Source: an optimization exercise on an open RTL-to-GDS flow (aim: small area, a short achievable clock period and few clock cycles per item). Production flows keep margins and buffers that such runs may drop.
RTL that was checked went through simulation tests only; none was proved equivalent to the original.
Function not checked in run 1: the RTL went through the layout flow alone.

## flow/design.v (module list and top-level ports; edited modules follow where they fit)
// module pid_mc_core: 304 lines
// module mul_i: 1349 lines
// module mul_p: 821 lines
// module mul_d: 865 lines
module pid_mc_core #(
   parameter int                        W         = 16,
   parameter int                        FRAC      = 15,
   parameter int                        IACC_W    = 32,
   parameter int                        NCH       = 4,
   parameter logic signed [IACC_W-1:0]  I_ACC_MAX = 32'sh0FFFFFFF,
   parameter logic signed [IACC_W-1:0]  I_ACC_MIN = -32'sh10000000,
   parameter int                        DF_SHIFT  = 2,
   localparam int                       CH_W      = $clog2(NCH)
) (
   input  logic            clk,
   input  logic            rst_n,
   input  logic            in_valid,
   output logic            in_ready,
   input  logic [CH_W-1:0] in_ch,
   input  logic [W-1:0]    v_in,
   input  logic [W-1:0]    v_ref,
   input  logic            cfg_we,
   input  logic [CH_W-1:0] cfg_ch,
   input  logic [1:0]      cfg_sel,
   input  logic [W-1:0]    cfg_data,
   input  logic            ch_clr,
   input  logic [CH_W-1:0] ch_clr_id,
   output logic            out_valid,
   output logic [CH_W-1:0] out_ch,
   output logic [W-1:0]    u_out,
   output logic            u_sat
);
  // ...
==> flow/run.sh <==
#!/bin/bash
# synth_recipe.tcl (not shown) runs the flow's synth.tcl, then flattens the netlist and writes it again
# the make line also repeats each setting of config.mk as NAME=value (left out here)
make -C /OpenROAD-flow-scripts/flow DESIGN_CONFIG=/design/flow/config.mk WORK_HOME=/design/flow/orfs CLKGATE_MAP_FILE= SYNTH_SCRIPT=/design/flow/synth_recipe.tcl finish
==> flow/config.mk <==
export PLATFORM = sky130hd
export DESIGN_NAME = pid_mc_core
export DESIGN_NICKNAME = pid_mc_core
export VERILOG_FILES = /design/flow/design.v
export SDC_FILE = /design/flow/constraint.sdc
export NUM_CORES = 4
export LEC_CHECK = 0
export ABC_AREA = 1
export CAP_MARGIN = 20
export CORE_MARGIN = 2
export CORE_UTILIZATION = 40
export SETUP_SLACK_MARGIN = 5
export SLEW_MARGIN = 20
==> flow/constraint.sdc <==
create_clock -name core_clock -period 10.0 [get_ports {clk}]
set_input_delay 2.0000 -clock core_clock [delete_from_list [all_inputs] [get_ports {clk}]]
set_output_delay 2.0000 -clock core_clock [all_outputs]
set_load 0.01 [all_outputs]
==> run notes, run 1 <==
- Leading cell types by total area after synthesis: sky130_fd_sc_hd__dfxtp_1 15%, sky130_fd_sc_hd__dfrtp_1 12%, sky130_fd_sc_hd__nand2_1 11%
- EDFF count, synth: roughly 190
- Most frequent cells in the layout: 2394 x sky130_fd_sc_hd__nand2_1, 1281 x sky130_fd_sc_hd__inv_1, 600 x sky130_fd_sc_hd__xor2_1
- Setup-violating endpoint count in the final report: 0
- Area fraction of the dominant cell type after synthesis: between 10% and 20%
- Met1 track demand over resource: between 30 and 40%
- Mean Syn Cell Area: 8.00 um2
- Met2 demand-to-capacity share in global routing: a little over two fifths
- Largest registers in the final layout: pi_a (180), ac_a (116), ep_a (68)
- Effective utilization at floorplan: 40.2%
- Post-Route Skew: 0.0496 ns
- Critical Path RT: 10.69 ns
- Sinks on Clock Net: 1190
- Clock transition at the register clock pins on the worst setup and hold paths after CTS: around 0.06 ns
- Global placement routability congestion: 1.03
- Overall routing resource usage: between 20% and 30%
- Largest fanout on the critical path: 23
- Number of buffers inserted for hold repair after clock tree synthesis: 0
- Hold violation total from the final report: 0
- Yosys cell types: between 50 and 60
- Data arrival time of the worst path: approximately 5.6 ns
- Result of the run: no timing/DRC/antenna violations
- PostCTS Resize Cnt: 15
- Highest metal layer with signal wires: met5
- Mapped Nets: around 11000
- Inserted tap cell count: approximately 2700
- Number of filler instances in the final layout: 19677
- Cell Area, Placed: between 0.08 and 0.09 mm2
- Final setup TNS: 0 ns
- Count of placed standard cells in the final layout, fillers left out: around 13000
- Number of warnings issued by yosys: 14
- Unrepaired setup endpoints after global routing: no
- Synth-to-layout area growth: 10.8%
==> module pid_mc_core, before the edit <==
module pid_mc_core #(
   parameter int                        W         = 16,
   parameter int                        FRAC      = 15,
   parameter int                        IACC_W    = 32,
   parameter int                        NCH       = 4,
   parameter logic signed [IACC_W-1:0]  I_ACC_MAX = 32'sh0FFFFFFF,
   parameter logic signed [IACC_W-1:0]  I_ACC_MIN = -32'sh10000000,
   parameter int                        DF_SHIFT  = 2,
   localparam int                       CH_W      = $clog2(NCH)
) (
   input  logic            clk,
   input  logic            rst_n,
   input  logic            in_valid,
   output logic            in_ready,
   input  logic [CH_W-1:0] in_ch,
   input  logic [W-1:0]    v_in,
   input  logic [W-1:0]    v_ref,
   input  logic            cfg_we,
   input  logic [CH_W-1:0] cfg_ch,
   input  logic [1:0]      cfg_sel,
   input  logic [W-1:0]    cfg_data,
   input  logic            ch_clr,
   input  logic [CH_W-1:0] ch_clr_id,
   output logic            out_valid,
   output logic [CH_W-1:0] out_ch,
   output logic [W-1:0]    u_out,
   output logic            u_sat
);
   localparam int AW  = 29;
   localparam int EW  = W + 1;           
   localparam int DW  = W + 2;           
   localparam int MW  = AW + W;          
   localparam int PW  = EW + W;          
   localparam int QW  = DW + W;          
   localparam int PDW = 20;              
   localparam int SW  = MW - FRAC + 1;   
   localparam logic signed [AW-1:0] A_MAX = AW'(I_ACC_MAX);
   localparam logic signed [AW-1:0] A_MIN = AW'(I_ACC_MIN);
   logic                  accept;
   logic signed [EW-1:0]  e_in;
   logic                  s1_v;
   logic [CH_W-1:0]       s1_ch;
   logic signed [EW-1:0]  s1_e;
   logic                  cq_we;
   logic [CH_W-1:0]       cq_ch;
   logic [1:0]            cq_sel;
   logic [W-1:0]          cq_data;
   logic                  clq_en;
   logic [CH_W-1:0]       clq_id;
   logic [1:0]            age   [NCH];
   logic                  dirty [NCH];
   logic [1:0]            age_n   [NCH];
   logic                  dirty_n [NCH];
   logic                  block;
   assign accept = in_valid && in_ready;
   assign e_in   = $signed({v_ref[W-1], v_ref}) - $signed({v_in[W-1], v_in});
   always_comb begin
      block = 1'b0;
      for (int c = 0; c < NCH; c++) begin
         if (accept && in_ch == CH_W'(c))  age_n[c] = 2'd0;
         else if (age[c] != 2'd3)          age_n[c] = age[c] + 2'd1;
         else                              age_n[c] = 2'd3;
         if (cfg_we && cfg_sel == 2'd1 && cfg_ch == CH_W'(c)) dirty_n[c] = 1'b1;
         else if (accept && in_ch == CH_W'(c))                dirty_n[c] = 1'b0;
         else                                                 dirty_n[c] = dirty[c];
         if (dirty_n[c] && age_n[c] != 2'd3) block = 1'b1;
      end
   end
   always_ff @(posedge clk or negedge rst_n) begin
      if (!rst_n) begin
         in_ready <= 1'b0;
         s1_v     <= 1'b0;
         cq_we    <= 1'b0;
         clq_en   <= 1'b0;
         for (int c = 0; c < NCH; c++) begin
            age[c]   <= 2'd3;
            dirty[c] <= 1'b0;
         end
      end else begin
         in_ready <= !block;
         s1_v     <= accept;
         cq_we    <= cfg_we;
         clq_en   <= ch_clr;
         for (int c = 0; c < NCH; c++) begin
            age[c]   <= age_n[c];
            dirty[c] <= dirty_n[c];
         end
      end
   end
   always_ff @(posedge clk) begin
      s1_ch   <= in_ch;
      s1_e    <= e_in;
      cq_ch   <= cfg_ch;
      cq_sel  <= cfg_sel;
      cq_data <= cfg_data;
      clq_id  <= ch_clr_id;
   end
   logic signed [W-1:0]   kp_a [NCH];
   logic signed [W-1:0]   ki_a [NCH];
   logic signed [W-1:0]   kd_a [NCH];
   logic signed [EW-1:0]  ep_a [NCH];
   logic signed [AW-1:0]  ac_a [NCH];
   logic signed [MW-1:0]  pi_a [NCH];
   logic                  hd_a [NCH];
   logic                  hi_a [NCH];
   logic                  lo_a [NCH];
   logic                  s4_v;
   logic [CH_W-1:0]       s4_ch;
   logic signed [AW-1:0]  acc_new;
   logic signed [MW-1:0]  pi_new;
   logic                  hold, a_hi, a_lo;
   for (genvar c = 0; c < NCH; c++) begin : g_ch
      always_ff @(posedge clk or negedge rst_n) begin
         if (!rst_n) begin
            kp_a[c] <= '0;
            ki_a[c] <= '0;
            kd_a[c] <= '0;
         end else if (cq_we && cq_ch == CH_W'(c)) begin
            case (cq_sel)
               2'd0:    kp_a[c] <= cq_data;
               2'd1:    ki_a[c] <= cq_data;
               2'd2:    kd_a[c] <= cq_data;
               default: ;
            endcase
         end
      end
      always_ff @(posedge clk or negedge rst_n) begin
         if (!rst_n)                               ep_a[c] <= '0;
         else if (clq_en && clq_id == CH_W'(c))    ep_a[c] <= '0;
         else if (s1_v && s1_ch == CH_W'(c))       ep_a[c] <= s1_e;
      end
      always_ff @(posedge clk or negedge rst_n) begin
         if (!rst_n)                               ac_a[c] <= '0;
         else if (clq_en && clq_id == CH_W'(c))    ac_a[c] <= '0;
         else if (s4_v && s4_ch == CH_W'(c))       ac_a[c] <= acc_new;
      end
      always_ff @(posedge clk) begin
         if (s4_v && s4_ch == CH_W'(c)) begin
            pi_a[c] <= pi_new;
            hd_a[c] <= hold;
            hi_a[c] <= a_hi;
            lo_a[c] <= a_lo;
         end
      end
   end
   logic                  s2_v, s3_v;
   logic [CH_W-1:0]       s2_ch, s3_ch;
   logic signed [EW-1:0]  ep_r;
   logic signed [AW-1:0]  ac_r;
   logic                  fwd1;
   assign ep_r = ep_a[s1_ch];
   assign ac_r = ac_a[s1_ch];
   assign fwd1 = (s2_v && s2_ch == s1_ch) || (s3_v && s3_ch == s1_ch) ||
                 (s4_v && s4_ch == s1_ch);
   logic                  s2_fwd;
   logic signed [EW-1:0]  s2_e;
   logic signed [DW-1:0]  s2_df;
   logic signed [AW-1:0]  s2_mi;
   logic signed [W-1:0]   s2_kp, s2_ki, s2_kd;
   always_ff @(posedge clk or negedge rst_n) begin
      if (!rst_n) s2_v <= 1'b0;
      else        s2_v <= s1_v;
   end
   always_ff @(posedge clk) begin
      s2_ch  <= s1_ch;
      s2_fwd <= fwd1;
      s2_e   <= s1_e;
      s2_df  <= DW'(s1_e) - DW'(ep_r);
      s2_mi  <= fwd1 ? AW'(ep_r) : ac_r;
      s2_kp  <= kp_a[s1_ch];
      s2_ki  <= ki_a[s1_ch];
      s2_kd  <= kd_a[s1_ch];
   end
   logic [MW-1:0] mi_s, mi_c;
   logic [34:0]   mp_s, mp_c;
   logic [34:0]   md_s, md_c;
   mul_i u_mi (.a(s2_mi), .b(s2_ki), .ps(mi_s), .pc(mi_c));
   mul_p u_mp (.a(s2_e),  .b(s2_kp), .ps(mp_s), .pc(mp_c));
   mul_d u_md (.a(s2_df), .b(s2_kd), .ps(md_s), .pc(md_c));
   logic                  s3_fwd;
   logic signed [EW-1:0]  s3_e;
   logic signed [W-1:0]   s3_ki;
   logic [MW-1:0]         s3_mis, s3_mic;
   logic [34:0]           s3_mps, s3_mpc;
   logic [34:0]           s3_mds, s3_mdc;
   always_ff @(posedge clk or negedge rst_n) begin
      if (!rst_n) s3_v <= 1'b0;
      else        s3_v <= s2_v;
   end
   always_ff @(posedge clk) begin
      s3_ch  <= s2_ch;
      s3_fwd <= s2_fwd;
      s3_e   <= s2_e;
      s3_ki  <= s2_ki;
      s3_mis <= mi_s;
      s3_mic <= mi_c;
      s3_mps <= mp_s;
      s3_mpc <= mp_c;
      s3_mds <= md_s;
      s3_mdc <= md_c;
   end
   localparam int CW = 35;
   logic signed [MW-1:0]  m3;
   logic signed [PDW-1:0] pd3;
   logic                  cp, cd;
   logic [FRAC:0]         lp, ld;
   logic [PDW-1:0]        r0, r1, r2, r3, t0, t1, u0, u1;
   assign m3  = s3_mis + s3_mic;
   assign lp  = {1'b0, s3_mps[FRAC-1:0]} + {1'b0, s3_mpc[FRAC-1:0]};
   assign ld  = {1'b0, s3_mds[FRAC-1:0]} + {1'b0, s3_mdc[FRAC-1:0]};
   assign cp  = lp[FRAC];
   assign cd  = ld[FRAC];
   assign r0  = s3_mps[CW-1:FRAC];
   assign r1  = s3_mpc[CW-1:FRAC];
   assign r2  = s3_mds[CW-1:FRAC];
   assign r3  = s3_mdc[CW-1:FRAC];
   assign t0  = r0 ^ r1 ^ r2;
   assign t1  = {(r0[PDW-2:0] & r1[PDW-2:0]) | (r0[PDW-2:0] & r2[PDW-2:0]) |
                 (r1[PDW-2:0] & r2[PDW-2:0]), cp};
   assign u0  = t0 ^ t1 ^ r3;
   assign u1  = {(t0[PDW-2:0] & t1[PDW-2:0]) | (t0[PDW-2:0] & r3[PDW-2:0]) |
                 (t1[PDW-2:0] & r3[PDW-2:0]), cd};
   assign pd3 = u0 + u1;
   logic                  byp;
   logic signed [MW-1:0]  pi_r;
   logic signed [AW-1:0]  ac3_r;
   logic                  hd_r, hi_r, lo_r;
   assign byp   = s4_v && s4_ch == s3_ch;
   assign pi_r  = byp ? pi_new  : pi_a[s3_ch];
   assign ac3_r = byp ? acc_new : ac_a[s3_ch];
   assign hd_r  = byp ? hold    : hd_a[s3_ch];
   assign hi_r  = byp ? a_hi    : hi_a[s3_ch];
   assign lo_r  = byp ? a_lo    : lo_a[s3_ch];
   logic                  s4_fwd;
   logic signed [EW-1:0]  s4_e;
   logic signed [W-1:0]   s4_ki;
   logic signed [MW-1:0]  s4_m, s4_pp;
   logic signed [PDW-1:0] s4_pd;
   logic signed [AW-1:0]  s4_ac;
   logic                  s4_hd, s4_hi, s4_lo;
   always_ff @(posedge clk or negedge rst_n) begin
      if (!rst_n) s4_v <= 1'b0;
      else        s4_v <= s3_v;
   end
   always_ff @(posedge clk) begin
      s4_ch  <= s3_ch;
      s4_fwd <= s3_fwd;
      s4_e   <= s3_e;
      s4_ki  <= s3_ki;
      s4_m   <= m3;
      s4_pd  <= pd3;
      s4_pp  <= pi_r;
      s4_ac  <= ac3_r;
      s4_hd  <= hd_r;
      s4_hi  <= hi_r;
      s4_lo  <= lo_r;
   end
   logic signed [MW-1:0]  ki_max, ki_min;
   logic signed [SW-1:0]  s, s_h, s_mx, s_mn, s_nm, s_nf;
   logic [FRAC:0]         lm;
   logic                  s_hi, s_lo, sat;
   logic signed [AW:0]    a_sum;
   logic [W-1:0]          u_n;
   assign ki_max = (MW'(s4_ki) <<< 28) - MW'(s4_ki);
   assign ki_min = -(MW'(s4_ki) <<< 28);
   logic signed [SW-1:0]  x0, x1, x2, y0, y1;
   assign lm   = {1'b0, s4_pp[FRAC-1:0]} + {1'b0, s4_m[FRAC-1:0]};
   assign x0   = SW'(s4_pp >>> FRAC);
   assign x1   = SW'(s4_m >>> FRAC);
   assign x2   = SW'(s4_pd);
   assign y0   = x0 ^ x1 ^ x2;
   assign y1   = {(x0[SW-2:0] & x1[SW-2:0]) | (x0[SW-2:0] & x2[SW-2:0]) |
                  (x1[SW-2:0] & x2[SW-2:0]), 1'b0};
   assign s_nm = y0 + y1 + SW'(lm[FRAC]);
   assign s_nf = x1 + x2;
   assign s_h  = x0 + x2;
   assign s_mx = SW'(ki_max >>> FRAC) + x2;
   assign s_mn = SW'(ki_min >>> FRAC) + x2;
   always_comb begin
      if (!s4_fwd)    begin s = s_nf; pi_new = s4_m;          end
      else if (s4_hd) begin s = s_h;  pi_new = s4_pp;         end
      else if (s4_hi) begin s = s_mx; pi_new = ki_max;        end
      else if (s4_lo) begin s = s_mn; pi_new = ki_min;        end
      else            begin s = s_nm; pi_new = s4_pp + s4_m;  end
   end
   assign s_hi = (s > SW'(32767));
   assign s_lo = (s < -SW'(32768));
   assign sat  = s_hi || s_lo;
   assign u_n  = s_hi ? 16'h7FFF : s_lo ? 16'h8000 : s[W-1:0];
   assign hold = sat && (s4_e[EW-1] == s[SW-1]);
   assign a_sum   = (AW+1)'(s4_ac) + (AW+1)'(s4_e);
   assign a_hi    = (a_sum > (AW+1)'(A_MAX));
   assign a_lo    = (a_sum < (AW+1)'(A_MIN));
   assign acc_new = hold ? s4_ac : a_hi ? A_MAX : a_lo ? A_MIN : a_sum[AW-1:0];
   always_ff @(posedge clk or negedge rst_n) begin
      if (!rst_n) out_valid <= 1'b0;
      else        out_valid <= s4_v;
   end
   always_ff @(posedge clk) begin
      out_ch <= s4_ch;
      u_out  <= u_n;
      u_sat  <= sat;
   end
endmodule
==> run 2: changes to the inputs <==
--- a/flow/design.v
+++ b/flow/design.v
@@ -34,8 +34,12 @@
    localparam int QW  = DW + W;          
    localparam int PDW = 20;              
    localparam int SW  = MW - FRAC + 1;   
-   localparam logic signed [AW-1:0] A_MAX = AW'(I_ACC_MAX);
-   localparam logic signed [AW-1:0] A_MIN = AW'(I_ACC_MIN);
+   localparam logic signed [AW-1:0] A_MAX = 268435455;
+   localparam logic signed [AW-1:0] A_MIN = -268435456;
+   localparam logic signed [AW:0]   A_HI  = 268435455;
+   localparam logic signed [AW:0]   A_LO  = -268435456;
+   localparam logic signed [SW-1:0] S_MAX = 32767;
+   localparam logic signed [SW-1:0] S_MIN = -32768;
    logic                  accept;
    logic signed [EW-1:0]  e_in;
    logic                  s1_v;
@@ -100,22 +104,17 @@
    logic signed [W-1:0]   kd_a [NCH];
    logic signed [EW-1:0]  ep_a [NCH];
    logic signed [AW-1:0]  ac_a [NCH];
-   logic signed [MW-1:0]  pi_a [NCH];
-   logic                  hd_a [NCH];
-   logic                  hi_a [NCH];
-   logic                  lo_a [NCH];
+   logic [2:0]            kv   [NCH];
+   logic                  ez   [NCH];
+   logic                  az   [NCH];
    logic                  s4_v;
    logic [CH_W-1:0]       s4_ch;
    logic signed [AW-1:0]  acc_new;
    logic signed [MW-1:0]  pi_new;
    logic                  hold, a_hi, a_lo;
    for (genvar c = 0; c < NCH; c++) begin : g_ch
-      always_ff @(posedge clk or negedge rst_n) begin
-         if (!rst_n) begin
-            kp_a[c] <= '0;
-            ki_a[c] <= '0;
-            kd_a[c] <= '0;
-         end else if (cq_we && cq_ch == CH_W'(c)) begin
+      always_ff @(posedge clk) begin
+         if (cq_we && cq_ch == CH_W'(c)) begin
             case (cq_sel)
                2'd0:    kp_a[c] <= cq_data;
                2'd1:    ki_a[c] <= cq_data;
@@ -125,34 +124,57 @@
          end
       end
       always_ff @(posedge clk or negedge rst_n) begin
-         if (!rst_n)                               ep_a[c] <= '0;
-         else if (clq_en && clq_id == CH_W'(c))    ep_a[c] <= '0;
-         else if (s1_v && s1_ch == CH_W'(c))       ep_a[c] <= s1_e;
+         if (!rst_n)                                   kv[c] <= '0;
+         else if (cq_we && cq_ch == CH_W'(c) && cq_sel != 2'd3)
+            kv[c][cq_sel] <= 1'b1;
+      end
+      always_ff @(posedge clk) begin
+         if (s1_v && s1_ch == CH_W'(c)) ep_a[c] <= s1_e;
       end
       always_ff @(posedge clk or negedge rst_n) begin
-         if (!rst_n)                               ac_a[c] <= '0;
-         else if (clq_en && clq_id == CH_W'(c))    ac_a[c] <= '0;
-         else if (s4_v && s4_ch == CH_W'(c))       ac_a[c] <= acc_new;
+         if (!rst_n)                               ez[c] <= 1'b1;
+         else if (clq_en && clq_id == CH_W'(c))    ez[c] <= 1'b1;
+         else if (s1_v && s1_ch == CH_W'(c))       ez[c] <= 1'b0;
       end
       always_ff @(posedge clk) begin
-         if (s4_v && s4_ch == CH_W'(c)) begin
-            pi_a[c] <= pi_new;
-            hd_a[c] <= hold;
-            hi_a[c] <= a_hi;
-            lo_a[c] <= a_lo;
-         end
+         if (s4_v && s4_ch == CH_W'(c)) ac_a[c] <= acc_new;
+      end
+      always_ff @(posedge clk or negedge rst_n) begin
+         if (!rst_n)                               az[c] <= 1'b1;
+         else if (clq_en && clq_id == CH_W'(c))    az[c] <= 1'b1;
+         else if (s4_v && s4_ch == CH_W'(c))       az[c] <= 1'b0;
       end
    end
+   logic signed [MW-1:0]  h0_p, h1_p;
+   logic                  h0_hd, h0_hi, h0_lo, h1_hd, h1_hi, h1_lo;
+   always_ff @(posedge clk) begin
+      h0_p  <= pi_new;
+      h0_hd <= hold;
+      h0_hi <= a_hi;
+      h0_lo <= a_lo;
+      h1_p  <= h0_p;
+      h1_hd <= h0_hd;
+      h1_hi <= h0_hi;
+      h1_lo <= h0_lo;
+   end
    logic                  s2_v, s3_v;
    logic [CH_W-1:0]       s2_ch, s3_ch;
    logic signed [EW-1:0]  ep_r;
    logic signed [AW-1:0]  ac_r;
    logic                  fwd1;
-   assign ep_r = ep_a[s1_ch];
-   assign ac_r = ac_a[s1_ch];
-   assign fwd1 = (s2_v && s2_ch == s1_ch) || (s3_v && s3_ch == s1_ch) ||
-                 (s4_v && s4_ch == s1_ch);
+   logic [1:0]            dist1;
+   logic [2:0]            kv_r;
+   assign kv_r = kv[s1_ch];
+   assign ep_r = ez[s1_ch] ? '0 : ep_a[s1_ch];
+   assign ac_r = az[s1_ch] ? '0 : ac_a[s1_ch];
+   always_comb begin
+      if (s2_v && s2_ch == s1_ch)      begin fwd1 = 1'b1; dist1 = 2'd1; end
+      else if (s3_v && s3_ch == s1_ch) begin fwd1 = 1'b1; dist1 = 2'd2; end
+      else if (s4_v && s4_ch == s1_ch) begin fwd1 = 1'b1; dist1 = 2'd3; end
+      else                             begin fwd1 = 1'b0; dist1 = 2'd0; end
+   end
    logic                  s2_fwd;
+   logic [1:0]            s2_dist;
    logic signed [EW-1:0]  s2_e;
    logic signed [DW-1:0]  s2_df;
    logic signed [AW-1:0]  s2_mi;
@@ -164,12 +186,13 @@
    always_ff @(posedge clk) begin
       s2_ch  <= s1_ch;
       s2_fwd <= fwd1;
+      s2_dist <= dist1;
       s2_e   <= s1_e;
-      s2_df  <= DW'(s1_e) - DW'(ep_r);
-      s2_mi  <= fwd1 ? AW'(ep_r) : ac_r;
-      s2_kp  <= kp_a[s1_ch];
-      s2_ki  <= ki_a[s1_ch];
-      s2_kd  <= kd_a[s1_ch];
+      s2_df  <= s1_e - ep_r;
+      s2_mi  <= fwd1 ? ep_r : ac_r;
+      s2_kp  <= kv_r[0] ? kp_a[s1_ch] : '0;
+      s2_ki  <= kv_r[1] ? ki_a[s1_ch] : '0;
+      s2_kd  <= kv_r[2] ? kd_a[s1_ch] : '0;
    end
    logic [MW-1:0] mi_s, mi_c;
    logic [34:0]   mp_s, mp_c;
@@ -178,6 +201,7 @@
    mul_p u_mp (.a(s2_e),  .b(s2_kp), .ps(mp_s), .pc(mp_c));
    mul_d u_md (.a(s2_df), .b(s2_kd), .ps(md_s), .pc(md_c));
    logic                  s3_fwd;
+   logic [1:0]            s3_dist;
    logic signed [EW-1:0]  s3_e;
    logic signed [W-1:0]   s3_ki;
    logic [MW-1:0]         s3_mis, s3_mic;
@@ -190,6 +214,7 @@
    always_ff @(posedge clk) begin
       s3_ch  <= s2_ch;
       s3_fwd <= s2_fwd;
+      s3_dist <= s2_dist;
       s3_e   <= s2_e;
       s3_ki  <= s2_ki;
       s3_mis <= mi_s;
@@ -226,11 +251,14 @@
    logic signed [AW-1:0]  ac3_r;
    logic                  hd_r, hi_r, lo_r;
    assign byp   = s4_v && s4_ch == s3_ch;
-   assign pi_r  = byp ? pi_new  : pi_a[s3_ch];
-   assign ac3_r = byp ? acc_new : ac_a[s3_ch];
-   assign hd_r  = byp ? hold    : hd_a[s3_ch];
-   assign hi_r  = byp ? a_hi    : hi_a[s3_ch];
-   assign lo_r  = byp ? a_lo    : lo_a[s3_ch];
+   assign ac3_r = byp ? acc_new : az[s3_ch] ? '0 : ac_a[s3_ch];
+   always_comb begin
+      case (s3_dist)
+         2'd1:    begin pi_r = pi_new; hd_r = hold;  hi_r = a_hi;  lo_r = a_lo;  end
+         2'd2:    begin pi_r = h0_p;   hd_r = h0_hd; hi_r = h0_hi; lo_r = h0_lo; end
+         default: begin pi_r = h1_p;   hd_r = h1_hd; hi_r = h1_hi; lo_r = h1_lo; end
+      endcase
+   end
    logic                  s4_fwd;
    logic signed [EW-1:0]  s4_e;
    logic signed [W-1:0]   s4_ki;
@@ -261,21 +289,23 @@
    logic                  s_hi, s_lo, sat;
    logic signed [AW:0]    a_sum;
    logic [W-1:0]          u_n;
-   assign ki_max = (MW'(s4_ki) <<< 28) - MW'(s4_ki);
-   assign ki_min = -(MW'(s4_ki) <<< 28);
+   logic signed [MW-1:0]  kix;
+   assign kix    = s4_ki;
+   assign ki_max = (kix <<< 28) - kix;
+   assign ki_min = -(kix <<< 28);
    logic signed [SW-1:0]  x0, x1, x2, y0, y1;
    assign lm   = {1'b0, s4_pp[FRAC-1:0]} + {1'b0, s4_m[FRAC-1:0]};
-   assign x0   = SW'(s4_pp >>> FRAC);
-   assign x1   = SW'(s4_m >>> FRAC);
-   assign x2   = SW'(s4_pd);
+   assign x0   = s4_pp >>> FRAC;
+   assign x1   = s4_m >>> FRAC;
+   assign x2   = s4_pd;
    assign y0   = x0 ^ x1 ^ x2;
    assign y1   = {(x0[SW-2:0] & x1[SW-2:0]) | (x0[SW-2:0] & x2[SW-2:0]) |
                   (x1[SW-2:0] & x2[SW-2:0]), 1'b0};
-   assign s_nm = y0 + y1 + SW'(lm[FRAC]);
+   assign s_nm = y0 + y1 + {{(SW-1){1'b0}}, lm[FRAC]};
    assign s_nf = x1 + x2;
    assign s_h  = x0 + x2;
-   assign s_mx = SW'(ki_max >>> FRAC) + x2;
-   assign s_mn = SW'(ki_min >>> FRAC) + x2;
+   assign s_mx = (ki_max >>> FRAC) + x2;
+   assign s_mn = (ki_min >>> FRAC) + x2;
    always_comb begin
       if (!s4_fwd)    begin s = s_nf; pi_new = s4_m;          end
       else if (s4_hd) begin s = s_h;  pi_new = s4_pp;         end
@@ -283,14 +313,14 @@
       else if (s4_lo) begin s = s_mn; pi_new = ki_min;        end
       else            begin s = s_nm; pi_new = s4_pp + s4_m;  end
    end
-   assign s_hi = (s > SW'(32767));
-   assign s_lo = (s < -SW'(32768));
+   assign s_hi = (s > S_MAX);
+   assign s_lo = (s < S_MIN);
    assign sat  = s_hi || s_lo;
    assign u_n  = s_hi ? 16'h7FFF : s_lo ? 16'h8000 : s[W-1:0];
    assign hold = sat && (s4_e[EW-1] == s[SW-1]);
-   assign a_sum   = (AW+1)'(s4_ac) + (AW+1)'(s4_e);
-   assign a_hi    = (a_sum > (AW+1)'(A_MAX));
-   assign a_lo    = (a_sum < (AW+1)'(A_MIN));
+   assign a_sum   = s4_ac + s4_e;
+   assign a_hi    = (a_sum > A_HI);
+   assign a_lo    = (a_sum < A_LO);
    assign acc_new = hold ? s4_ac : a_hi ? A_MAX : a_lo ? A_MIN : a_sum[AW-1:0];
    always_ff @(posedge clk or negedge rst_n) begin
       if (!rst_n) out_valid <= 1'b0;
==> flow/flow/run.sh (new file) <==
#!/bin/bash
# Standard layout, with timing repair aimed below the clock period: repair_timing
# works towards a setup slack of MARGIN ns at the design's period.
set -euo pipefail
MARGIN=${MARGIN:-6.5}
bash standard.sh synth > synth.log 2>&1
bash standard.sh SETUP_SLACK_MARGIN=$MARGIN finish > layout.log 2>&1
==> flow/standard.sh (new file) <==
#!/bin/bash
# synth_recipe.tcl (not shown) runs the flow's synth.tcl, then flattens the netlist and writes it again
# the make line also repeats each setting of config.mk as NAME=value (left out here)
make -C /OpenROAD-flow-scripts/flow DESIGN_CONFIG=/design/flow/config.mk WORK_HOME=/design/flow/orfs CLKGATE_MAP_FILE= SYNTH_SCRIPT=/design/flow/synth_recipe.tcl "${@:-finish}"
removed: flow/run.sh
==> run notes, run 2 <==
- DP HPWL: 197000 um (was 206000 um)
- Setup-violating endpoint count in the final report: 0 (unchanged)
- Data arrival time of the worst path: 5.61 ns (was 5.58 ns)
- Yosys cell types: 62 (was 58)
- Most common library cell in the layout ignoring fill and taps: sky130_fd_sc_hd__nand2_1 (unchanged)
- Mapped Nets: 9844 (was 10951)
- Post-synthesis sequential element count: 1118 (was 1190)
- Launch instance of the worst min-delay path: s3_ki[7]$_DFF_P_ (was s3_ki[14]$_DFF_P_)
- Detailed Route Iter0 Violations: 6710 (was 6961)
- Largest fanout on the critical path: 6 (was 23)
- Flip-flop count of the largest register after layout: 116 (was 180)
- Number of buffers added by the clock tree synthesis step: 120 (was 132)
- Reg2Reg Launch Point: s4_pd[10]$_DFF_P_ (was s2_ki[15]$_DFF_P_)
- Routed wl met2: 131000 um (was 129000 um)
- Share of the synthesized netlist area taken by xor and xnor gates: 7.97% (was 7.15%)
- Area of the die: 0.191 mm2 (was 0.204 mm2)
- Remaining number of nets flagged by the antenna check after routing: 0 (unchanged)
- Number of placement rows: 158 (was 164)
- Die Height: 437 um (was 452 um)
- Category of the worst setup path launch point: flop (unchanged)
- Critical register-to-register path endpoint: ac_a[2][21]$_DFFE_PP_ (was s3_mis[24]$_DFF_P_)
- Worst reg2reg path depth: 24 (was 12)
- Maximum operating frequency: 195 MHz (was 205 MHz)
- Number of filler instances in the final layout: 16941 (was 19677)
- Sequential standard cell area: 0.0266 mm2 (was 0.0278 mm2)
- Grt total ovfl: 0 (unchanged)
- Hold-critical path endpoint: s4_ki[7]$_DFF_P_ (was s4_ki[14]$_DFF_P_)
- Highest metal layer with signal wires: met5 (unchanged)
- Simple-Gate Fraction of Synth Area: 14.9% (was 18.9%)
- Worst-case hold slack: 0.284 ns (was 0.324 ns)
- Number of warnings issued by yosys: 13 (was 14)
- DR vias: 68236 (was 70356)
- Transition time of the tightest slew-check pin: 0.994 ns (was 1.14 ns)
- Area fraction of the dominant cell type after synthesis: 18.7% (was 15.0%)
- Most used flip-flop cell after synthesis: sky130_fd_sc_hd__dfxtp_1 (unchanged)
- Wirelength, routed: 290000 um (was 282000 um)
- Sinks on Clock Net: 1118 (was 1190)
- First-pass iteration count of the detailed router: 8 (unchanged)
- Mean Syn Cell Area: 8.41 um2 (was 8.00 um2)
- Horizontal extent of the die: 437 um (was 452 um)
- Clock period minus final worst setup slack: 5.12 ns (was 4.89 ns)
- Level count of the clock H-tree: 3 (was 4)
- Number of cells on the worst hold path: 0 (unchanged)
- Vias in the first global route: 66342 (was 68725)
- Adder and majority gate portion of the synthesized area: 18.5% (was 17.3%)
- Total of max-cap violations: 0 (unchanged)
- Clock tree from TritonCTS: done (unchanged)
- Most area-hungry cell type in the Yosys netlist: sky130_fd_sc_hd__dfxtp_1 (unchanged)
- Number of buffers inserted for hold repair after clock tree synthesis: 0 (unchanged)
- Synth Cell Area: 0.0751 mm2 (was 0.0803 mm2)
- Detail-routed net length per standard cell: 24.1 um (was 22.2 um)
- Largest family of logic cells by synthesized area: adder cells (was simple AND/OR/NAND/NOR gates)
- Overall routing resource usage: 29.1% (was 27.0%)
- Critical Path RT: 10.49 ns (was 10.69 ns)
- Start-to-end type of the worst setup path: flop to flop (unchanged)
- Global placement routability congestion: 1.03 (about the same)
- Flop-to-flop setup slack: 4.88 ns (was 5.11 ns)
- Area taken by multi-input logic gates: 0.0477 mm2 (was 0.0465 mm2)
- Final setup TNS: 0 ns (unchanged)
- Met3 wirelength from detailed routing: 24000 um (was 21900 um)
- Unrepaired setup endpoints after global routing: yes (was no)
- Quantity of I/O buffers inserted on ports: 81 (unchanged)
- Cell at the root of the clock tree: sky130_fd_sc_hd__clkbuf_16 (unchanged)
- EDFF count, synth: 376 (was 193)
- Via density per instance: 5.67 (was 5.54)
- DRC errors left: 0 (unchanged)
- Mapped Cells: 8925 (was 10034)
- Clock latency of the later-clocked register in the worst-skew pair: 0.84 ns (was 0.80 ns)
- Post-synthesis sequential area ratio: 35.1% (was 34.6%)
- Largest registers in the final layout: ac_a (116), ep_a (68) (was pi_a (180), ac_a (116), ep_a (68))
- Initial antenna violation count: 6 (was 7)
- Length of routed wiring on met1: 115000 um (was 117000 um)
- Floorplan core area: 0.186 mm2 (was 0.200 mm2)
- Type of the tightest min-delay check: flop to flop (unchanged)
- Synth-to-layout area growth: 26.2% (was 10.8%)
- Period utilisation layout: 51.2% (was 48.9%)
- Top register by number of flip-flops: ac_a (was pi_a)
- Pin count of the biggest net entering global routing: 73 (was 154)
- Top-Level Pins: 82 (unchanged)
- Endpoint type of the worst setup path: flop (unchanged)
- Leading cell types by total area after synthesis: sky130_fd_sc_hd__dfxtp_1 19%, sky130_fd_sc_hd__edfxtp_1 15%, sky130_fd_sc_hd__fa_1 11% (was sky130_fd_sc_hd__dfxtp_1 15%, sky130_fd_sc_hd__dfrtp_1 12%, sky130_fd_sc_hd__nand2_1 11%)
- Clock transition at the register clock pins on the worst setup and hold paths after CTS: 0.07 ns (was 0.06 ns)
- Most common cell in the synthesized netlist: sky130_fd_sc_hd__nand2_1 (unchanged)
- Post-synth top cells: 1618 x sky130_fd_sc_hd__nand2_1, 1229 x sky130_fd_sc_hd__inv_1, 702 x sky130_fd_sc_hd__dfxtp_1 (was 2414 x sky130_fd_sc_hd__nand2_1, 1285 x sky130_fd_sc_hd__inv_1, 603 x sky130_fd_sc_hd__xor2_1)
- Effective utilization at floorplan: 40.4% (was 40.2%)
- Clock buffer depth: 3 (unchanged)
- Most frequent cells in the layout: 1472 x sky130_fd_sc_hd__nand2_1, 1113 x sky130_fd_sc_hd__inv_1, 606 x sky130_fd_sc_hd__dfxtp_1 (was 2394 x sky130_fd_sc_hd__nand2_1, 1281 x sky130_fd_sc_hd__inv_1, 600 x sky130_fd_sc_hd__xor2_1)
- Wire length of the first global-routing pass: 422000 um (was 424000 um)
- Max-slew headroom: 33.1% (was 24.2%)
- Post-synthesis mux area share: 0% (was 0.0125%)
- Post-synth ARST share: 3.58% (was 33.3%)
- Compound-gate portion of the synthesized area: 15.3% (was 13.8%)
- Post-Route Skew: 0.104 ns (was 0.0496 ns)
- Result of the run: no timing/DRC/antenna violations (unchanged)
- Nets@finish: 10364 (was 10850)
- Final Slew Violations: 0 (unchanged)
- Fraction of final layout cells with drive strength greater than 1: 20.4% (was 5.40%)
- Hold violation total from the final report: 0 (unchanged)
[run 2: cells by family (layout without fill, tap and decap cells)]
group,after synthesis,count (layout)
simple gates,2711,2720
buf+inv,1626,2238
other cells,0,4
fa+ha+maj,858,858
flops,1118,1118
xor+xnor,683,683
compound gates,1929,1936
[run 2: worst max-delay path by stage]
stage | from | slack [ns] | to | cells after the start
floorplan | s4_ki[15]$_DFF_P_ | 5.37 | ac_a[0][19]$_DFFE_PP_ | 36
global placement | s4_ki[15]$_DFF_P_ | 3.13 | ac_a[1][25]$_DFFE_PP_ | 36
detailed placement | s4_ki[15]$_DFF_P_ | 3.07 | ac_a[0][25]$_DFFE_PP_ | 31
CTS | s4_ki[15]$_DFF_P_ | 4.91 | ac_a[0][19]$_DFFE_PP_ | 38
global route | s4_ki[15]$_DFF_P_ | 4.64 | ac_a[1][17]$_DFFE_PP_ | 32
finish | s4_pd[10]$_DFF_P_ | 4.88 | ac_a[2][21]$_DFFE_PP_ | 24
[run 2: per-stage QoR]
| stage | util, % | setup WS [ns] | cells | instance area, um2 |
|---|---|---|---|---|
| after global routing | 50.9 | 4.64 | 12034 | 94700 |
| after global placement | 42.4 | 3.13 | 11219 | 78800 |
| final | 50.9 | 4.88 | 12037 | 94700 |
| after CTS | 49.3 | 4.91 | 11903 | 91600 |
| after detailed placement | 42.4 | 3.07 | 11219 | 78800 |
| after floorplan | - | 5.37 | 8925 | 75800 |
[run 2: cell type report]
cell class	count	area share (%)
timing repair inverter	5	0.0449
antenna	4	0.0106
clock buffer	163	3.63
timing repair buffer	743	8.37
tap	2480	3.28
clock inverter	67	0.865
inverter	1260	5.38
sequential	1118	28.0
multi-input combinational	6197	50.4
[run 2: metal layers]
metal	global-route usage (%)	up-vias
met2	46.5	3484
met3	5.13	930
li1	-	30965
met1	37.0	32853
met4	16.6	4
met5	0	-
[run 2: what timing repair did]
action	CTS	global route
gates cloned	42	6
setup endpoints to repair	420	326
gates resized for setup	1068	467
setup buffers	412	123
pin swaps	377	359
[run 2: worst max-delay path: stages, from the launching register on]
cell and delay, ns:
sky130_fd_sc_hd__dfxtp_1 0.66, sky130_fd_sc_hd__fa_1 0.53, sky130_fd_sc_hd__ha_1 0.38, sky130_fd_sc_hd__nand2_1 0.24, sky130_fd_sc_hd__inv_1 0.09, sky130_fd_sc_hd__a21oi_1 0.34
sky130_fd_sc_hd__nand3_1 0.29, sky130_fd_sc_hd__nand2_1 0.17, sky130_fd_sc_hd__nand3_1 0.09, sky130_fd_sc_hd__nand3_1 0.23, sky130_fd_sc_hd__nand3_1 0.25, sky130_fd_sc_hd__nand2_1 0.13
sky130_fd_sc_hd__nand2_1 0.06, sky130_fd_sc_hd__nand3_1 0.10, sky130_fd_sc_hd__nand2_1 0.07, sky130_fd_sc_hd__nand2_1 0.07, sky130_fd_sc_hd__nor2_2 0.04, sky130_fd_sc_hd__nand3_2 0.08
sky130_fd_sc_hd__nand2_4 0.07, sky130_fd_sc_hd__nand2_8 0.11, sky130_fd_sc_hd__buf_16 0.19, sky130_fd_sc_hd__buf_12 0.17, sky130_fd_sc_hd__buf_12 0.16, sky130_fd_sc_hd__nand3_4 0.08
sky130_fd_sc_hd__and2_4 0.15
Testbench counts of run 2, summed over its fixed seeds: cycles 4,935, items 4,800.
==> run 3: changes to the inputs <==
==> flow/run.sh (new file) <==
#!/bin/bash
# synth_recipe.tcl (not shown) runs the flow's synth.tcl, then flattens the netlist and writes it again
# the make line also repeats each setting of config.mk as NAME=value (left out here)
make -C /OpenROAD-flow-scripts/flow DESIGN_CONFIG=/design/flow/config.mk WORK_HOME=/design/flow/orfs CLKGATE_MAP_FILE= SYNTH_SCRIPT=/design/flow/synth_recipe.tcl finish
--- a/flow/config.mk
+++ b/flow/config.mk
@@ -8,6 +8,6 @@
 export ABC_AREA = 1
 export CAP_MARGIN = 20
 export CORE_MARGIN = 2
-export CORE_UTILIZATION = 40
+export CORE_UTILIZATION = 60
 export SETUP_SLACK_MARGIN = 5
 export SLEW_MARGIN = 20
removed: flow/flow/run.sh
removed: flow/standard.sh
==> run notes, run 3 <==
- Cell area after layout: 0.0842 mm2 (was 0.0947 mm2)
- Total of max-cap violations: 0 (unchanged)
- Maximum operating frequency: 196 MHz (was 195 MHz)
- Clock buffer depth: 3 (unchanged)
- Endpoint type of the worst setup path: flop (unchanged)
- Mapped Nets: 9844 (unchanged)
- CP Cell Sequence: fa_1 > ha_1 > nand2_1 > inv_1 > a21oi_1 > nand3_1 > nand2_1 > nand2_1 > nand2_1 > nand3_1 > nand3_1 > nand2_1 > nand2_1 > nand3_2 > nand2_1 > nand2_1 > nor2_1 > nand3_2 > nand2_4 > nand2_8 > buf_12 > nand2_8 > nand2_4 > and2_4 (was fa_1 > ha_1 > nand2_1 > inv_1 > a21oi_1 > nand3_1 > nand2_1 > nand3_1 > nand3_1 > nand3_1 > nand2_1 > nand2_1 > nand3_1 > nand2_1 > nand2_1 > nor2_2 > nand3_2 > nand2_4 > nand2_8 > buf_16 > buf_12 > buf_12 > nand3_4 > and2_4)
- Nets@finish: 9875 (was 10364)
- Horizontal extent of the die: 358 um (was 437 um)
- Data arrival time of the worst path: 5.63 ns (was 5.61 ns)
- Largest fanout on the critical path: 8 (was 6)
- Mean Syn Cell Area: 8.41 um2 (unchanged)
- Cell repeated most along the worst path: sky130_fd_sc_hd__nand2_1 (unchanged)
- Via density per instance: 6.11 (was 5.67)
- Effective utilization at floorplan: 60.6% (was 40.4%)
- Leading cell types by total area after synthesis: sky130_fd_sc_hd__dfxtp_1 19%, sky130_fd_sc_hd__edfxtp_1 15%, sky130_fd_sc_hd__fa_1 11% (unchanged)
- Critical Path RT: 10.52 ns (was 10.49 ns)
- Post-Route Skew: 0.0814 ns (was 0.104 ns)
- Post-synthesis sequential area ratio: 35.1% (unchanged)
- Post-synth ARST share: 3.58% (unchanged)
- Grt total ovfl: 0 (unchanged)
- Clock period minus final worst setup slack: 5.11 ns (was 5.12 ns)
- Largest registers in the final layout: ac_a (116), ep_a (68) (unchanged)
- Top-Level Pins: 82 (unchanged)
- Wirelength, routed: 256000 um (was 290000 um)
- Start-to-end type of the worst setup path: flop to flop (unchanged)
- Final setup TNS: 0 ns (unchanged)
- Synth Cell Area: 0.0751 mm2 (unchanged)
- Sinks on Clock Net: 1118 (unchanged)
- Max-slew headroom: 24.2% (was 33.1%)
- DRC errors left: 0 (unchanged)
- Period utilisation layout: 51.1% (was 51.2%)
- Clock latency of the later-clocked register in the worst-skew pair: 0.80 ns (was 0.84 ns)
- Most common library cell in the layout ignoring fill and taps: sky130_fd_sc_hd__nand2_1 (unchanged)
- Area of the die: 0.128 mm2 (was 0.191 mm2)
- Number of placement rows: 129 (was 158)
- Floorplan core area: 0.124 mm2 (was 0.186 mm2)
- Most used flip-flop cell after synthesis: sky130_fd_sc_hd__dfxtp_1 (unchanged)
- Worst reg2reg path depth: 24 (unchanged)
- Crit path max-delay cell type: sky130_fd_sc_hd__dfxtp_1 (unchanged)
- Hold violation total from the final report: 0 (unchanged)
- Pin count of the biggest net entering global routing: 77 (was 73)
- Reg2Reg Launch Point: s4_m[25]$_DFF_P_ (was s4_pd[10]$_DFF_P_)
- Clock tree from TritonCTS: done (unchanged)
- Worst Setup SP: s4_m[25]$_DFF_P_ (was s4_pd[10]$_DFF_P_)
- Number of buffers inserted for hold repair after clock tree synthesis: 0 (unchanged)
- Quantity of I/O buffers inserted on ports: 81 (unchanged)
- DR vias: 65324 (was 68236)
- Yosys cell types: 62 (unchanged)
- Initial antenna violation count: 10 (was 6)
- Die Height: 358 um (was 437 um)
- Fraction of final layout cells with drive strength greater than 1: 9.01% (was 20.4%)
- Detailed Route Iter0 Violations: 7366 (was 6710)
- Final Slew Violations: 0 (unchanged)
- Post-synth top cells: 1618 x sky130_fd_sc_hd__nand2_1, 1229 x sky130_fd_sc_hd__inv_1, 702 x sky130_fd_sc_hd__dfxtp_1 (unchanged)
- Detail-routed net length per standard cell: 23.9 um (was 24.1 um)
- Flip-flop count of the largest register after layout: 116 (unchanged)
- Overall routing resource usage: 39.3% (was 29.1%)
- DP HPWL: 185000 um (was 197000 um)
- Clock transition at the register clock pins on the worst setup and hold paths after CTS: 0.06 ns (was 0.07 ns)
- Mapped Cells: 8925 (unchanged)
- Transition time of the tightest slew-check pin: 1.13 ns (was 0.994 ns)
- Remaining number of nets flagged by the antenna check after routing: 0 (unchanged)
- Setup-violating endpoint count in the final report: 0 (unchanged)
- Level count of the clock H-tree: 3 (unchanged)
- Launch instance of the worst min-delay path: s3_e[5]$_DFF_P_ (was s3_ki[7]$_DFF_P_)
- Cell Area, Placed: 0.0774 mm2 (was 0.0788 mm2)
- Top register by number of flip-flops: ac_a (unchanged)
- Number of cells on the worst hold path: 0 (unchanged)
- Vias in the first global route: 63249 (was 66342)
- Post-synthesis sequential element count: 1118 (unchanged)
- Category of the worst setup path launch point: flop (unchanged)
- Number of warnings issued by yosys: 13 (unchanged)
- Area fraction of the dominant cell type after synthesis: 18.7% (unchanged)
- Unrepaired setup endpoints after global routing: yes (unchanged)
- Worst stage delay on the critical path: 0.76 ns (was 0.66 ns)
- Most frequent cells in the layout: 1564 x sky130_fd_sc_hd__nand2_1, 1208 x sky130_fd_sc_hd__inv_1, 671 x sky130_fd_sc_hd__dfxtp_1 (was 1472 x sky130_fd_sc_hd__nand2_1, 1113 x sky130_fd_sc_hd__inv_1, 606 x sky130_fd_sc_hd__dfxtp_1)
- Result of the run: no timing/DRC/antenna violations (unchanged)
- Wire length of the first global-routing pass: 381000 um (was 422000 um)
- Type of the tightest min-delay check: flop to flop (unchanged)
- Cell at the root of the clock tree: sky130_fd_sc_hd__clkbuf_16 (unchanged)
- Number of buffers added by the clock tree synthesis step: 112 (was 120)
- Most common cell in the synthesized netlist: sky130_fd_sc_hd__nand2_1 (unchanged)
- Global placement routability congestion: 1.05 (was 1.03)
- Synth-to-layout area growth: 12.1% (was 26.2%)
- First-pass iteration count of the detailed router: 8 (unchanged)
- EDFF count, synth: 376 (unchanged)
- Most area-hungry cell type in the Yosys netlist: sky130_fd_sc_hd__dfxtp_1 (unchanged)
==> run 3: per-layer routing <==
layer  share of wire [%]  GRT usage, %  up-vias  wire length (um)
met5              0.0098             0        -                25
met3                  11          8.69      771             27100
met1                  38          50.3    30987             98000
li1                    -             -    29935                 -
met4                 7.0          23.3        4             17900
met2                  44          61.3     3627            113000
==> run 3: worst max-delay path: cells and delay by family (launching register included) <==
kind,cells,cell delay (ns)
DFF,1,0.76
adders and majority gates,2,0.94
AOI/OAI and AO/OA,1,0.38
and+or+nand+nor,19,2.44
buffers and inverters,2,0.28
==> run 3: worst paths after layout <==
| check | endpoint | slack [ns] |
|---|---|---|
| worst max-delay path | ac_a[1][3]$_DFFE_PP_ | 4.89 |
| worst min-delay path | s4_e[5]$_DFF_P_ | 0.31 |
| worst max register to register | ac_a[1][3]$_DFFE_PP_ | 4.89 |
| worst min register to register | s4_e[5]$_DFF_P_ | 0.31 |
| max in group asynchronous | s3_v$_DFF_PN0_ | 8.03 |
| min in group asynchronous | dirty[1]$_DFF_PN0_ | 1.34 |
==> run 3: cell families (layout without fill, tap and decap cells) <==
family	after synthesis	in the layout	share of synthesized area [%]
buffers and inverters	1626	1753	8.18
AOI/OAI and AO/OA	1929	1929	15.3
other	0	5	0
xor gates and xnor gates	683	683	7.97
adders and majority gates	858	858	18.5
and+or+nand+nor	2711	2714	14.9
DFF	1118	1118	35.1
==> run 3: timing repair <==
action	in CTS	in global routing
endpoints found under the hold margin	0	0
buffers inserted	52	31
gates resized for setup	219	228
endpoints found under the setup margin	184	187
cloned	7	2
pin swaps	52	94
==> run 3: layout make-up <==
class                   instances  area (um2)
multi-input cells            6184       44400
fillers                      9964       39800
flip-flops and latches       1118       26400
inverters                    1260        4740
clock buffers                 151        3140
repair buffers                279        2610
well taps                    1637        2050
clock inverters                62         823
diodes                          5        12.5
repair inverters                1        7.51
==> run 3: metrics by stage <==
stage | std cells | hold slack [ns] | util (%) | setup slack (ns)
2_1_floorplan | 8925 | 0.310 | - | 5.36
3_3_place_gp | 10384 | 0.310 | 62.5 | 3.53
3_5_place_dp | 10385 | 0.312 | 62.5 | 3.36
4_1_cts | 10657 | 0.300 | 66.9 | 4.99
5_1_grt | 10693 | 0.306 | 67.9 | 4.71
6_report | 10697 | 0.314 | 67.9 | 4.89
==> run 4: changes to the inputs <==
--- a/flow/config.mk
+++ b/flow/config.mk
@@ -8,6 +8,7 @@
 export ABC_AREA = 1
 export CAP_MARGIN = 20
 export CORE_MARGIN = 2
-export CORE_UTILIZATION = 60
+export CORE_UTILIZATION = 40
+export PLACE_DENSITY = 0.75
 export SETUP_SLACK_MARGIN = 5
 export SLEW_MARGIN = 20
==> run notes, run 4 <==
- Result of the run: no timing/DRC/antenna violations (unchanged)
- Period utilisation layout: 50.3% (was 51.1%)
- Category of the worst setup path launch point: flop (unchanged)
- DP HPWL: 188000 um (was 185000 um)
- Largest fanout on the critical path: 8 (unchanged)
- Post-synth top cells: 1618 x sky130_fd_sc_hd__nand2_1, 1229 x sky130_fd_sc_hd__inv_1, 702 x sky130_fd_sc_hd__dfxtp_1 (unchanged)
- Clock buffer depth: 3 (unchanged)
- Floorplan core area: 0.186 mm2 (was 0.124 mm2)
- Met2 demand-to-capacity share in global routing: 42.0% (was 61.3%)
- Final setup TNS: 0 ns (unchanged)
- Most used flip-flop cell after synthesis: sky130_fd_sc_hd__dfxtp_1 (unchanged)
- Global placement routability congestion: 1.03 (was 1.05)
- Most frequent cells in the layout: 1530 x sky130_fd_sc_hd__nand2_1, 1210 x sky130_fd_sc_hd__inv_1, 684 x sky130_fd_sc_hd__dfxtp_1 (was 1564 x sky130_fd_sc_hd__nand2_1, 1208 x sky130_fd_sc_hd__inv_1, 671 x sky130_fd_sc_hd__dfxtp_1)
- Via density per instance: 5.67 (was 6.11)
- Critical Path RT: 10.49 ns (was 10.52 ns)
- Setup-violating endpoint count in the final report: 0 (unchanged)
- Remaining number of nets flagged by the antenna check after routing: 0 (unchanged)
- Most common library cell in the layout ignoring fill and taps: sky130_fd_sc_hd__nand2_1 (unchanged)
- Fraction of final layout cells with drive strength greater than 1: 9.38% (was 9.01%)
- Clock transition at the register clock pins on the worst setup and hold paths after CTS: 0.06 ns (about the same)
- Level count of the clock H-tree: 3 (unchanged)
- Number of buffers added by the clock tree synthesis step: 110 (was 112)
- Post-Route Skew: 0.0353 ns (was 0.0814 ns)
- Count of placed standard cells in the final layout, fillers left out: 11535 (was 10697)
- Flop-to-flop setup slack: 4.97 ns (was 4.89 ns)
- Mapped Nets: 9844 (unchanged)
- Yosys cell types: 62 (unchanged)
- Final Slew Violations: 0 (unchanged)
- Total of max-cap violations: 0 (unchanged)
- Maximum operating frequency: 199 MHz (was 196 MHz)
- Detailed Route Iter0 Violations: 6891 (was 7366)
- Met3 Track Usage GR: 5.43% (was 8.69%)
- Area of the die: 0.191 mm2 (was 0.128 mm2)
- Top register by number of flip-flops: ac_a (unchanged)
- Vias in the first global route: 64048 (was 63249)
- Fin util: 45.9% (was 67.9%)
- Leading cell types by total area after synthesis: sky130_fd_sc_hd__dfxtp_1 19%, sky130_fd_sc_hd__edfxtp_1 15%, sky130_fd_sc_hd__fa_1 11% (unchanged)
- Hold violation total from the final report: 0 (unchanged)
- Detail-routed net length per standard cell: 22.1 um (was 23.9 um)
- Initial antenna violation count: 9 (was 10)
- Largest registers in the final layout: ac_a (116), ep_a (68) (unchanged)
- Clock period minus final worst setup slack: 5.03 ns (was 5.11 ns)
- Most common cell in the synthesized netlist: sky130_fd_sc_hd__nand2_1 (unchanged)
- Clock tree from TritonCTS: done (unchanged)
- Overall routing resource usage: 25.8% (was 39.3%)
- Cell area after layout: 0.0855 mm2 (was 0.0842 mm2)
- Post-synth ARST share: 3.58% (unchanged)
- DRC errors left: 0 (unchanged)
- Most area-hungry cell type in the Yosys netlist: sky130_fd_sc_hd__dfxtp_1 (unchanged)
- Grt peak-use layer: met2 (unchanged)
- Start-to-end type of the worst setup path: flop to flop (unchanged)
- Quantity of I/O buffers inserted on ports: 81 (unchanged)
- Synth Cell Area: 0.0751 mm2 (unchanged)
- Inst Count DP: 11219 (was 10385)
- Wirelength, routed: 255000 um (was 256000 um)
- Data arrival time of the worst path: 5.52 ns (was 5.63 ns)
- Mean Syn Cell Area: 8.41 um2 (unchanged)
- Post-synthesis sequential area ratio: 35.1% (unchanged)
- Mapped Cells: 8925 (unchanged)
- Post-synthesis sequential element count: 1118 (unchanged)
- EDFF count, synth: 376 (unchanged)
- Synth-to-layout area growth: 13.8% (was 12.1%)
- Pin count of the biggest net entering global routing: 76 (was 77)
- Horizontal extent of the die: 437 um (was 358 um)
- Wire length of the first global-routing pass: 383000 um (was 381000 um)
- Max-slew headroom: 20.6% (was 24.2%)
- Met1 track demand over resource: 32.4% (was 50.3%)
- Effective utilization at floorplan: 40.4% (was 60.6%)
- Number of placement rows: 158 (was 129)
- Die Height: 437 um (was 358 um)
- Area fraction of the dominant cell type after synthesis: 18.7% (unchanged)
- Flip-flop count of the largest register after layout: 116 (unchanged)
- Type of the tightest min-delay check: flop to flop (unchanged)
- Sinks on Clock Net: 1118 (unchanged)
- Endpoint type of the worst setup path: flop (unchanged)
- Nets@finish: 9873 (was 9875)
- Transition time of the tightest slew-check pin: 1.19 ns (was 1.13 ns)
- Cell at the root of the clock tree: sky130_fd_sc_hd__clkbuf_16 (unchanged)
- Unrepaired setup endpoints after global routing: yes (unchanged)
- Cell Area, Placed: 0.0784 mm2 (was 0.0774 mm2)
- Clock latency of the later-clocked register in the worst-skew pair: 0.75 ns (was 0.80 ns)
- DR vias: 65440 (was 65324)
- Grt total ovfl: 0 (unchanged)
- First-pass iteration count of the detailed router: 9 (was 8)
- Top-Level Pins: 82 (unchanged)
- Number of warnings issued by yosys: 13 (unchanged)
run 4: cell families (layout without fill, tap and decap cells):
logic type / count (synthesis) / after routing / share of synthesized area [%]
XOR/XNOR: 683 / 683 / 7.97
AND/OR/NAND/NOR: 2711 / 2715 / 14.9
adder cells (fa/ha/maj): 858 / 858 / 18.5
flip-flops: 1118 / 1118 / 35.1
AO/OA/AOI/OAI: 1929 / 1929 / 15.3
other: 0 / 7 / 0
buffers and inverters: 1626 / 1745 / 8.18
run 4: what timing repair did:
action                     CTS  global route
hold endpoints to repair     0             0
setup endpoints to repair  190           210
pin swaps                   79           120
buffers inserted            57            36
hold buffers                 0             0
resized for setup          276           243
cloned                       9             1
run 4: final cells by class:
type,instances,area (um2)
fill,17438,101000
multi-input combinational,6185,44800
sequential,1118,26400
inverter,1260,4740
clock buffer,138,3120
tap,2480,3100
timing repair buffer,278,2550
clock inverter,68,757
antenna,7,17.5
timing repair inverter,1,7.51
run 4: worst max-delay path, cell delays in order, from the launching register on:
cell	delay [ns]
sky130_fd_sc_hd__dfxtp_1	0.87
sky130_fd_sc_hd__fa_1	0.56
sky130_fd_sc_hd__ha_1	0.39
sky130_fd_sc_hd__nand2_1	0.14
sky130_fd_sc_hd__nor2_1	0.23
sky130_fd_sc_hd__and2_1	0.18
sky130_fd_sc_hd__nand2_1	0.06
sky130_fd_sc_hd__nand2_1	0.15
sky130_fd_sc_hd__nand2_1	0.11
sky130_fd_sc_hd__nand2_1	0.08
sky130_fd_sc_hd__nand2_1	0.05
sky130_fd_sc_hd__nand3_1	0.25
sky130_fd_sc_hd__nand3_1	0.12
sky130_fd_sc_hd__nand2_1	0.09
sky130_fd_sc_hd__nand2_1	0.06
sky130_fd_sc_hd__nand2_1	0.11
sky130_fd_sc_hd__nand2_1	0.07
sky130_fd_sc_hd__nor2_1	0.12
sky130_fd_sc_hd__nand2_1	0.06
sky130_fd_sc_hd__nor2_1	0.11
sky130_fd_sc_hd__nand2_1	0.10
sky130_fd_sc_hd__nand2_4	0.11
sky130_fd_sc_hd__nand2_8	0.11
sky130_fd_sc_hd__buf_16	0.20
sky130_fd_sc_hd__nand2_8	0.18
sky130_fd_sc_hd__nand2_4	0.07
sky130_fd_sc_hd__and2_4	0.18
run 4: path summary, 6_finish.rpt:
| kind | start | end | depth (start not counted) |
|---|---|---|---|
| max | s4_pd[7]$_DFF_P_ | ac_a[0][24]$_DFFE_PP_ | 26 |
| min | s3_e[8]$_DFF_P_ | s4_e[8]$_DFF_P_ | 0 |
| max reg2reg | s4_pd[7]$_DFF_P_ | ac_a[0][24]$_DFFE_PP_ | 26 |
| min reg2reg | s3_e[8]$_DFF_P_ | s4_e[8]$_DFF_P_ | 0 |
| max in group asynchronous | rst_n | cq_we$_DFF_PN0_ | 1 |
| min in group asynchronous | rst_n | dirty[0]$_DFF_PN0_ | 1 |
run 4: through the flow:
step | hold slack [ns] | setup slack, ns
after floorplan | 0.310 | 5.36
after global placement | 0.311 | 3.19
after detailed placement | 0.312 | 3.11
after CTS | 0.324 | 4.97
after global routing | 0.327 | 4.73
final | 0.324 | 4.97
run 4: per-layer routing:
metal	routed length [um]	part of all wire (%)	vias to the layer above
met5	22	0.0086	-
met4	14400	5.6	4
met3	23700	9.3	796
met2	117000	46	3395
met1	100000	39	31284
li1	-	-	29961
==> run 5: changes to the inputs <==
--- a/flow/config.mk
+++ b/flow/config.mk
@@ -9,6 +9,5 @@
 export CAP_MARGIN = 20
 export CORE_MARGIN = 2
 export CORE_UTILIZATION = 40
-export PLACE_DENSITY = 0.75
 export SETUP_SLACK_MARGIN = 5
 export SLEW_MARGIN = 20
==> run notes, run 5 <==
- Area fraction of the dominant cell type after synthesis: 18.7% (unchanged)
- Number of placement rows: 158 (unchanged)
- Largest family of logic cells by synthesized area: adder cells (unchanged)
- Highest metal layer with signal wires: met5 (unchanged)
- Mean Syn Cell Area: 8.41 um2 (unchanged)
- Level count of the clock H-tree: 3 (unchanged)
- Wirelength, routed: 266000 um (was 255000 um)
- Worst-case hold slack: 0.325 ns (was 0.324 ns)
- Synth-to-layout area growth: 13.9% (was 13.8%)
- Unrepaired setup endpoints after global routing: yes (unchanged)
- Quantity of I/O buffers inserted on ports: 81 (unchanged)
- Met3 wirelength from detailed routing: 18300 um (was 23700 um)
- Start-to-end type of the worst setup path: flop to flop (unchanged)
- Max-slew headroom: 23.7% (was 20.6%)
- Wire length of the first global-routing pass: 395000 um (was 383000 um)
- First-pass iteration count of the detailed router: 9 (unchanged)
- Clock tree from TritonCTS: done (unchanged)
- Sinks on Clock Net: 1118 (unchanged)
- Clock buffer depth: 3 (unchanged)
- Pin count of the biggest net entering global routing: 71 (was 76)
- Area taken by multi-input logic gates: 0.0445 mm2 (was 0.0448 mm2)
- Period utilisation layout: 50.7% (was 50.3%)
- Post-synth top cells: 1618 x sky130_fd_sc_hd__nand2_1, 1229 x sky130_fd_sc_hd__inv_1, 702 x sky130_fd_sc_hd__dfxtp_1 (unchanged)
- Type of the tightest min-delay check: flop to flop (unchanged)
- Top register by number of flip-flops: ac_a (unchanged)
- Clock transition at the register clock pins on the worst setup and hold paths after CTS: 0.06 ns (about the same)
- Cell area after layout: 0.0855 mm2 (about the same)
- Vias in the first global route: 62275 (was 64048)
- Routed wl met2: 119000 um (was 117000 um)
- Worst stage delay on the critical path: 0.83 ns (was 0.87 ns)
- Share of the synthesized netlist area taken by xor and xnor gates: 7.97% (unchanged)
- Grt total ovfl: 0 (unchanged)
- Initial antenna violation count: 5 (was 9)
- Yosys cell types: 62 (unchanged)
- Most common cell in the synthesized netlist: sky130_fd_sc_hd__nand2_1 (unchanged)
- Result of the run: no timing/DRC/antenna violations (unchanged)
- Leading cell types by total area after synthesis: sky130_fd_sc_hd__dfxtp_1 19%, sky130_fd_sc_hd__edfxtp_1 15%, sky130_fd_sc_hd__fa_1 11% (unchanged)
- DP HPWL: 195000 um (was 188000 um)
- Endpoint type of the worst setup path: flop (unchanged)
- Detailed Route Iter0 Violations: 6031 (was 6891)
- Number of buffers added by the clock tree synthesis step: 117 (was 110)
- Flop-to-flop setup slack: 4.93 ns (was 4.97 ns)
- Final setup TNS: 0 ns (unchanged)
- Length of routed wiring on met1: 114000 um (was 100000 um)
- Simple-Gate Fraction of Synth Area: 14.9% (unchanged)
- Worst reg2reg path depth: 29 (was 26)
- Mapped Nets: 9844 (unchanged)
- Floorplan core area: 0.186 mm2 (unchanged)
- Synth Cell Area: 0.0751 mm2 (unchanged)
- Post-synthesis sequential element count: 1118 (unchanged)
- Detail-routed net length per standard cell: 23.0 um (was 22.1 um)
- DRC errors left: 0 (unchanged)
- Area of the die: 0.191 mm2 (unchanged)
- Cell repeated most along the worst path: sky130_fd_sc_hd__nand2_1 (unchanged)
- Fraction of final layout cells with drive strength greater than 1: 9.30% (was 9.38%)
- Launch instance of the worst min-delay path: s3_ki[7]$_DFF_P_ (was s3_e[8]$_DFF_P_)
- Crit path max-delay cell type: sky130_fd_sc_hd__dfxtp_1 (unchanged)
- Flip-flop count of the largest register after layout: 116 (unchanged)
- Clock latency of the later-clocked register in the worst-skew pair: 0.80 ns (was 0.75 ns)
- Reg2Reg Launch Point: s4_m[16]$_DFF_P_ (was s4_pd[7]$_DFF_P_)
- Largest registers in the final layout: ac_a (116), ep_a (68) (unchanged)
- Adder and majority gate portion of the synthesized area: 18.5% (unchanged)
- Cell at the root of the clock tree: sky130_fd_sc_hd__clkbuf_16 (unchanged)
- Transition time of the tightest slew-check pin: 1.14 ns (was 1.19 ns)
- Final WS setup: 4.93 ns (was 4.97 ns)
- Most used flip-flop cell after synthesis: sky130_fd_sc_hd__dfxtp_1 (unchanged)
- Maximum operating frequency: 197 MHz (was 199 MHz)
- EDFF count, synth: 376 (unchanged)
- Post-Place Worst Slack: 3.36 ns (was 3.11 ns)
-- run 5: layout make-up --
| class | instances | share of cell area [%] |
|---|---|---|
| Tap cell | 2480 | 3.63 |
| Multi-Input combinational cell | 6183 | 52.1 |
| Clock inverter | 78 | 1.05 |
| Timing Repair Buffer | 297 | 3.16 |
| Antenna cell | 2 | 0.00585 |
| Sequential cell | 1118 | 30.9 |
| Clock buffer | 143 | 3.68 |
| Timing Repair inverter | 1 | 0.00878 |
| Inverter | 1260 | 5.55 |
-- run 5: how the worst max path moves through the flow --
| stage | start | endpoint | depth (start not counted) |
|---|---|---|---|
| after detailed placement | s4_ki[15]$_DFF_P_ | ac_a[3][13]$_DFFE_PP_ | 33 |
| after global routing | s4_ki[1]$_DFF_P_ | ac_a[0][11]$_DFFE_PP_ | 35 |
| after global placement | s4_ki[15]$_DFF_P_ | ac_a[1][19]$_DFFE_PP_ | 35 |
| after floorplan | s4_ki[15]$_DFF_P_ | ac_a[0][0]$_DFFE_PP_ | 31 |
| final | s4_m[16]$_DFF_P_ | ac_a[0][12]$_DFFE_PP_ | 29 |
| after CTS | s4_ki[1]$_DFF_P_ | ac_a[1][15]$_DFFE_PP_ | 39 |
-- run 5: per-layer routing --
layer / vias up / GRT usage (%)
met3: 552 / 3.54
met4: 2 / 12.8
met2: 2685 / 42.8
li1: 29997 / -
met1: 30832 / 36.7
met5: - / 0
-- run 5: per-stage QoR --
step | util (%)
after CTS | 45.5
final | 46.0
after detailed placement | 42.3
after global routing | 46.0
after global placement | 42.3
after floorplan | -
-- run 5: logic make-up (layout without fill, tap and decap cells) --
kind of cell,count (synthesis),count (layout)
AOI/OAI and AO/OA,1929,1929
buffers and inverters,1626,1779
other,0,2
DFF,1118,1118
adders and majority gates,858,858
xor gates and xnor gates,683,683
and+or+nand+nor,2711,2713
-- run 5: what timing repair did --
item                                    in CTS  in global routing
setup buffers                               65                 23
gates resized for setup                    290                171
cloned                                       5                  1
pin swaps                                   69                 74
hold buffers                                 0                  0
endpoints found under the setup margin     185                183
-- run 5: critical path, delay by kind of cell (launching register included) --
family                     cells  cell delay, ns
adders and majority gates      2            0.89
buffers and inverters          3            0.49
DFF                            1            0.83
and+or+nand+nor               24            2.56

port drivers added, routing unchanged:
Ports are ideal in the flow. The routed layouts listed here were re-timed in OpenROAD.
Step 1 (the two cells are an assumption about what drives the block):
set clk [get_ports {clk}]
set_driving_cell -lib_cell sky130_fd_sc_hd__clkbuf_16 $clk
set_driving_cell -lib_cell sky130_fd_sc_hd__buf_2 [delete_from_list [all_inputs] $clk]
Step 2 also shifts input and output timing later by t, the mid clock arrival at the registers, as if the neighbouring blocks saw the same clock.
Three values: ideal ports, drivers, drivers and shift; two values: the first two.
run | shift t [ns] | slack for setup (ns) | worst setup path after step 2 | worst data-port slew with drivers (ns) | pins driven straight from the clock port
run 1 | 0.866 | 5.114 / 5.114 / 5.114 | register to register | 0.06 | 1
run 2 | 0.871 | 4.882 / 4.882 / 4.882 | register to register | 0.10 | 1
run 3 | 0.840 | 4.885 / 4.885 / 4.446 | input to register | 0.05 | 1
run 4 | 0.811 | 4.974 / 4.974 / 4.974 | register to register | 0.04 | 1
run 5 | 0.843 | 4.933 / 4.933 / 4.933 | register to register | 0.11 | 1
After both steps setup and hold are still met in every run listed. For run 3, which loses most, drivers alone change the setup slack by 0.000 ns; drivers and shift together by -0.439 ns.
